Context: an optimization exercise on an open-source flow, tuned for small area, a short achievable clock period and few clock cycles per item. The choices shown serve that exercise and are no tape-out recipe.
The RTL was checked by simulation tests, not by an equivalence proof against the original design.

==> design.v <==
package cordic_pkg;
    typedef struct packed {
        logic valid;
        logic neg;
        logic err;
    } stage_ctrl_t;
    function automatic longint pi_q(input int unsigned width);
        pi_q = (width == 22) ? 64'sd13176795 : 64'sd0;
    endfunction
    function automatic longint half_pi_q(input int unsigned width);
        half_pi_q = (width == 22) ? 64'sd6588397 : 64'sd0;
    endfunction
    function automatic longint k_q(input int unsigned width);
        k_q = (width == 22) ? 64'sd2547003 : 64'sd0;
    endfunction
    function automatic longint atan_q(input int unsigned i, input int unsigned width);
        longint r;
        case (i)
            0:       r = 64'sd3294199;
            1:       r = 64'sd1944679;
            2:       r = 64'sd1027515;
            3:       r = 64'sd521583;
            4:       r = 64'sd261803;
            5:       r = 64'sd131029;
            6:       r = 64'sd65531;
            7:       r = 64'sd32767;
            8:       r = 64'sd16384;
            9:       r = 64'sd8192;
            10:      r = 64'sd4096;
            11:      r = 64'sd2048;
            12:      r = 64'sd1024;
            13:      r = 64'sd512;
            14:      r = 64'sd256;
            15:      r = 64'sd128;
            16:      r = 64'sd64;
            17:      r = 64'sd32;
            18:      r = 64'sd16;
            19:      r = 64'sd8;
            20:      r = 64'sd4;
            21:      r = 64'sd2;
            22:      r = 64'sd1;
            default: r = 64'sd0;
        endcase
        atan_q = (width == 22) ? r : 64'sd0;
    endfunction
    function automatic int unsigned first_iter(input int unsigned s, input int unsigned iterations,
                                               input int unsigned stages);
        int unsigned base;
        int unsigned rem;
        base = iterations / stages;
        rem  = iterations % stages;
        first_iter = s * base + ((s < rem) ? s : rem);
    endfunction
    function automatic logic [63:0] unpack_mag(input logic [31:0] f, input int unsigned width);
        logic [63:0] m;
        int          rsh;
        m   = 64'({1'b1, f[22:0]}) << 24;
        rsh = 174 - int'(width) - int'(f[30:23]);
        if (f[30:23] == 8'd0 || rsh >= 64) unpack_mag = '0;
        else if (rsh <= 0)                 unpack_mag = m;
        else                               unpack_mag = m >> rsh;
    endfunction
    function automatic logic [31:0] pack_float(input logic [63:0] v, input int unsigned width);
        logic [63:0] mag;
        logic [31:0] f;
        int          p;
        mag = v[63] ? -v : v;
        f   = '0;
        p   = -1;
        for (int i = 0; i < 64; i++) begin
            if (mag[i]) p = i;
        end
        if (p >= 0) begin
            f[31]    = v[63];
            f[30:23] = 8'(p - int'(width) + 127);
            if (p >= 23) f[22:0] = 23'(mag >> (p - 23));
            else         f[22:0] = 23'(mag << (23 - p));
        end
        pack_float = f;
    endfunction
endpackage
module cordic_stage
#(
    parameter int unsigned WIDTH = 22,
    parameter int unsigned LO    = 0,
    parameter int unsigned HI    = 1,
    parameter int unsigned TAG_W = 4
) (
    input  logic                   clk,
    input  logic                   reset,
    input  logic                   advance,
    input  logic [2:0]             in_ctrl,     
    input  logic signed [WIDTH+1:0] in_x,
    input  logic signed [WIDTH+1:0] in_y,
    input  logic signed [WIDTH+1:0] in_z,
    input  logic [TAG_W-1:0]       in_tag,
    output logic [2:0]             out_ctrl,    
    output logic signed [WIDTH+1:0] out_x,
    output logic signed [WIDTH+1:0] out_y,
    output logic signed [WIDTH+1:0] out_z,
    output logic [TAG_W-1:0]       out_tag
);
    localparam int unsigned DW = WIDTH + 2;
    localparam int unsigned NI = HI - LO;
    logic signed [DW-1:0] x_c, y_c, z_c, xs, ys;
    always_comb begin
        x_c = in_x;
        y_c = in_y;
        z_c = in_z;
        xs  = '0;
        ys  = '0;
        for (int i = 0; i < int'(NI); i++) begin
            xs = x_c >>> (int'(LO) + i);
            ys = y_c >>> (int'(LO) + i);
            if (z_c[DW-1]) begin
                x_c = x_c + ys;
                y_c = y_c - xs;
                z_c = z_c + $signed(DW'(cordic_pkg::atan_q(LO + i, WIDTH)));
            end else begin
                x_c = x_c - ys;
                y_c = y_c + xs;
                z_c = z_c - $signed(DW'(cordic_pkg::atan_q(LO + i, WIDTH)));
            end
        end
    end
    always_ff @(posedge clk) begin
        if (reset) begin
            out_ctrl <= '0;
            out_x    <= '0;
            out_y    <= '0;
            out_z    <= '0;
            out_tag  <= '0;
        end else if (advance) begin
            out_ctrl <= in_ctrl;
            out_x    <= x_c;
            out_y    <= y_c;
            out_z    <= z_c;
            out_tag  <= in_tag;
        end
    end
endmodule
module cordic_sincos_pipe
#(
    parameter int unsigned WIDTH      = 22,
    parameter int unsigned ITERATIONS = 16,
    parameter int unsigned STAGES     = 4,
    parameter int unsigned TAG_W      = 4
) (
    input  logic             clk,
    input  logic             reset,
    input  logic             clk_en,
    input  logic             in_valid,
    output logic             in_ready,
    input  logic [31:0]      angle,
    input  logic [TAG_W-1:0] in_tag,
    output logic             out_valid,
    input  logic             out_ready,
    output logic [31:0]      sin_out,
    output logic [31:0]      cos_out,
    output logic             out_err,
    output logic [TAG_W-1:0] out_tag
);
    localparam int unsigned DW = WIDTH + 2;
    localparam int unsigned FW = WIDTH + 4;
    localparam logic [FW-1:0]        PI_F      = FW'(cordic_pkg::pi_q(WIDTH));
    localparam logic [FW-1:0]        HALF_PI_F = FW'(cordic_pkg::half_pi_q(WIDTH));
    localparam logic signed [DW-1:0] K_D       = DW'(cordic_pkg::k_q(WIDTH));
    logic advance;
    logic [2:0]           ctrl [STAGES+1];    
    logic signed [DW-1:0] xs   [STAGES+1];
    logic signed [DW-1:0] ys   [STAGES+1];
    logic signed [DW-1:0] zs   [STAGES+1];
    logic [TAG_W-1:0]     tags [STAGES+1];
    assign advance  = clk_en & (~out_valid | out_ready);
    assign in_ready = advance & ~reset;
    logic [FW-1:0]        mag, fmag;
    logic                 big, fold, fsign;
    logic [2:0]           ctrl_fe;
    logic signed [DW-1:0] z_fe;
    always_comb begin
        mag           = FW'(cordic_pkg::unpack_mag(angle, WIDTH));
        big           = angle[30:23] >= 8'd129;
        fold          = mag > HALF_PI_F;
        fmag          = fold ? PI_F - mag : mag;
        fsign         = angle[31] ^ fold;
        ctrl_fe[2]    = in_valid & in_ready;
        ctrl_fe[1]    = fold;
        ctrl_fe[0]    = big | (mag > PI_F);
        z_fe          = fsign ? -$signed(DW'(fmag)) : $signed(DW'(fmag));
    end
    assign ctrl[0] = ctrl_fe;
    assign xs[0]   = K_D;
    assign ys[0]   = '0;
    assign zs[0]   = z_fe;
    assign tags[0] = in_tag;
    for (genvar s = 0; s < int'(STAGES); s++) begin : g_stage
        cordic_stage #(
            .WIDTH (WIDTH),
            .LO    (cordic_pkg::first_iter(s, ITERATIONS, STAGES)),
            .HI    (cordic_pkg::first_iter(s + 1, ITERATIONS, STAGES)),
            .TAG_W (TAG_W)
        ) u_stage (
            .clk      (clk),
            .reset    (reset),
            .advance  (advance),
            .in_ctrl  (ctrl[s]),
            .in_x     (xs[s]),
            .in_y     (ys[s]),
            .in_z     (zs[s]),
            .in_tag   (tags[s]),
            .out_ctrl (ctrl[s+1]),
            .out_x    (xs[s+1]),
            .out_y    (ys[s+1]),
            .out_z    (zs[s+1]),
            .out_tag  (tags[s+1])
        );
    end
    logic signed [DW-1:0] cos_fx, sin_fx;
    logic [2:0]           ctrl_out;
    assign ctrl_out = ctrl[STAGES];
    always_comb begin
        cos_fx  = ctrl_out[1] ? -xs[STAGES] : xs[STAGES];
        sin_fx  = ctrl_out[1] ? -ys[STAGES] : ys[STAGES];
        cos_out = ctrl_out[0] ? '0 : cordic_pkg::pack_float(64'(cos_fx), WIDTH);
        sin_out = ctrl_out[0] ? '0 : cordic_pkg::pack_float(64'(sin_fx), WIDTH);
    end
    assign out_valid = ctrl_out[2];
    assign out_err   = ctrl_out[0];
    assign out_tag   = tags[STAGES];
endmodule
==> run.sh <==
#!/bin/bash
# synth_recipe.tcl (not shown) runs the flow's synth.tcl, then flattens the netlist and writes it again
# the make line also repeats each setting of config.mk as NAME=value (left out here)
make -C /OpenROAD-flow-scripts/flow DESIGN_CONFIG=/design/flow/config.mk WORK_HOME=/design/flow/orfs CLKGATE_MAP_FILE= SYNTH_SCRIPT=/design/flow/synth_recipe.tcl finish
==> config.mk <==
export PLATFORM = sky130hd
export DESIGN_NAME = cordic_sincos_pipe
export DESIGN_NICKNAME = cordic_sincos_pipe
export VERILOG_FILES = /design/flow/design.v
export SDC_FILE = /design/flow/constraint.sdc
export NUM_CORES = 4
export LEC_CHECK = 0
export CAP_MARGIN = 20
export CORE_MARGIN = 2
export CORE_UTILIZATION = 40
export SLEW_MARGIN = 20
==> constraint.sdc <==
create_clock -name core_clock -period 18.0 [get_ports {clk}]
set_input_delay 3.6000 -clock core_clock [delete_from_list [all_inputs] [get_ports {clk}]]
set_output_delay 3.6000 -clock core_clock [all_outputs]
set_load 0.01 [all_outputs]
==> impl_metrics.ini <==
[cts]
cts_buffers = 37
cts_sinks = 276
cts_root_buf = clkbuf_16
clk_pin_slew_worst_paths_ps = 70
cts_tree = done
clk_latency_ps = 610
cts.path.max_buffers = 3
htreeDepth = 2

[floorplan]
die_x_um = 412
pin_count = 112
dieHeight_um = 412
rows = 149
core-area_um2 = 165000
fp.dieArea_um2 = 170000
start_util = 0.403

[sta]
drv_slew = 0
fin_crit_sh = 0.951
hold_viol = 0
fmax_ghz = 0.0584
setup_tns_ps = 0
worst_pin_slew_ps = 1180
slew_headroom = 0.203
fin_skew_ps = 40.1
hold_ws_ps = 439
finalSetupViolCount = 0
period_needed_ps = 17120

[global_routing]
grt_pass1_vias = 65575
grt_max_degree = 169
grt_pass1_wl_um = 351000
grt.total_usage = 0.251
gr-total-overflow = 0
grt_antenna_before_repair = 7

[synth]
synth_common_cells = a21oi_1, nand2_1, nor2_1
synthesis.area_um2 = 66600
synth_flop_cell = dfxtp_1
synth.most_common_cell = a21oi_1
ys_top_cells_by_area = ha_1, xnor2_1, dfxtp_1
yosysUniqueCellTypes = 128
syn_nets = 10622
yosysTopAreaCell = ha_1
ys_async_sr_fraction = 0
yosys_warnings = 15
netlist.area_leader.share = 0.179
synth_seq_area_share = 0.0830
synth-seq-cells = 276
syn_avg_cell_area_um2 = 6.94
synth_edf_count = 0
netlist_instances = 9595

[finish]
syn2layout_area_growth_pct = 17.0
utilization = 0.471
nets = 11325
fillers = 17032
layout-drive-gt1-share = 0.126

[route]
viasPerCell = 5.54
drc = 0
drt_pass1_iterations = 11
antenna_left = 0
wl_per_cell_um = 17.7
vias = 69380
routed_wl_um = 222000
drt_iter0_drc = 4650

[status]
status = complete, no violations

[setup_path]
worstPathRequired_ps = 18480
path_buf_inv = 9
start_kind = primary input
crit_family = compound AO/OA/AOI/OAI gates
cpPeakStageDelay_ps = 490
slowest_stage = clkdlybuf4s50_1
critical_path_class = primary input to register
end_kind = register
crit_arrival_ps = 17600
r2r-start = g_stage[1].u_stage.out_y[8]
reg2reg_slack_ps = 1610
rr_endpoint = g_stage[2].u_stage.out_y[22]
cp_max_fo = 5
reg2regPathDepth = 74
crit_top_cell = a21oi_2

[hold_path]
hold_path_class = register to register
min_from = g_stage[1].u_stage.out_z[10]
hold-path-endpoint = g_stage[2].u_stage.out_z[10]
hold_depth = 2

[placement]
dp_hpwl_um = 184000
port_buffers = 111
globalplace.congestion = 0.950

[flow_run]
cap_violations = 0
==> cells in the final DEF (no fill, tap or decap), types with 56 or more instances in the layout <==
cell / instances
and3_1: 87
clkdlybuf4s50_1: 104
a21boi_0: 106
or2_2: 56
mux2i_1: 137
ha_1: 940
inv_1: 702
buf_4: 835
dfxtp_1: 273
and2_1: 69
nor2b_1: 86
a211oi_1: 85
nand3_1: 172
xor2_1: 354
o21ai_0: 609
or3_1: 107
nor2_1: 975
nand2_1: 978
nand2b_1: 100
a31oi_1: 91
a21o_1: 172
o21bai_1: 164
xnor2_1: 747
mux2_2: 78
o21a_1: 72
a21oi_1: 988
nor3_1: 281
==> cell families after synthesis <==
group | Yosys count | share of synthesized area
simple gates | 3135 | 0.218
compound gates | 2835 | 0.265
mux | 233 | 0.0395
buf+inv | 1018 | 0.0589
xor+xnor | 1112 | 0.147
flops | 276 | 0.0830
fa+ha+maj | 986 | 0.189
==> tightest hold or removal path, cell delays in order (launching register included) <==
cell	delay, ps
dfxtp_1	310
nand2_1	50
a21oi_1	50
==> sequential cells by signal, summed over array words and instances, names as in the netlist <==
name                      flops
g_stage.u_stage.out_x        96
g_stage.u_stage.out_y        96
g_stage.u_stage.out_z        56
g_stage.u_stage.out_tag      16
g_stage.u_stage.out_ctrl     12
==> how the worst max path moves through the flow <==
stage	from	end	depth (start not counted)
2_1_floorplan	angle[23]	g_stage[0].u_stage.out_x[22]	80
3_3_place_gp	angle[24]	g_stage[0].u_stage.out_x[22]	82
3_5_place_dp	angle[24]	g_stage[0].u_stage.out_x[22]	82
4_1_cts	angle[24]	g_stage[0].u_stage.out_x[22]	82
5_1_grt	angle[24]	g_stage[0].u_stage.out_x[23]	84
6_report	angle[30]	g_stage[0].u_stage.out_x[23]	78
==> cell type report <==
cell class                 count  area [um^2]  area share
antenna                        6         15.0    0.000193
clock buffer                  44          972      0.0125
clock inverter                21          238     0.00305
inverter                     718         2720      0.0349
multi-input combinational   8302        58000       0.745
sequential                   276         5530      0.0710
tap                         2189         2740      0.0352
timing repair buffer         963         7650      0.0982
==> repair_timing <==
item | CTS | global route
hold buffers | 0 | 0
setup endpoints to repair | 0 | 52
setup buffers | 0 | 36
resized for setup | 0 | 148
==> metal layers <==
layer	track usage	routed length [um]	up-vias
met5	0	13	-
met4	0.0519	4590	2
met3	0.0238	9070	216
met2	0.422	101000	1329
met1	0.347	107000	32450
li1	-	-	35383
==> through the flow <==
stage               cell area (um^2)  setup WS, ps  cells
finish                         77900           881  12519
global route                   77800         -91.1  12515
CTS                            77000           112  12474
detailed placement             75700          -380  12409
global placement               75700          -438  12409
floorplan                      66900         -15.5   9595
Testbench counts, summed over its fixed seeds: cycles 32,032, items 32,000.

-- separate check: timing with driven ports --
No port has a modelled driver above. Below, the same layout with a new extraction and two added sets of constraints.
Step 1, drivers: a clkbuf_16 drives clk and a buf_2 each remaining input, both assumed.
Step 2 times the ports against the registers' clock, not the clock port: input delays grow and output delays shrink by t, the midpoint of the rising clock arrivals with the driver on.
Slacks: no drivers / after step 1 / after step 2; pairs: no drivers / after step 1.
shift t [ns]: 0.663
slack for setup (ns): 0.881 / 0.834 / 0.171
worst hold slack (ns): 0.439 / 0.439 / 0.439
slew at the worst register clock pin (ns): 0.07 / 0.07
cell pins on the clock port's net: 1
After both steps this run still meets setup and hold. The setup slack of this run moves by -0.047 ns with the drivers and by -0.710 ns with both steps.
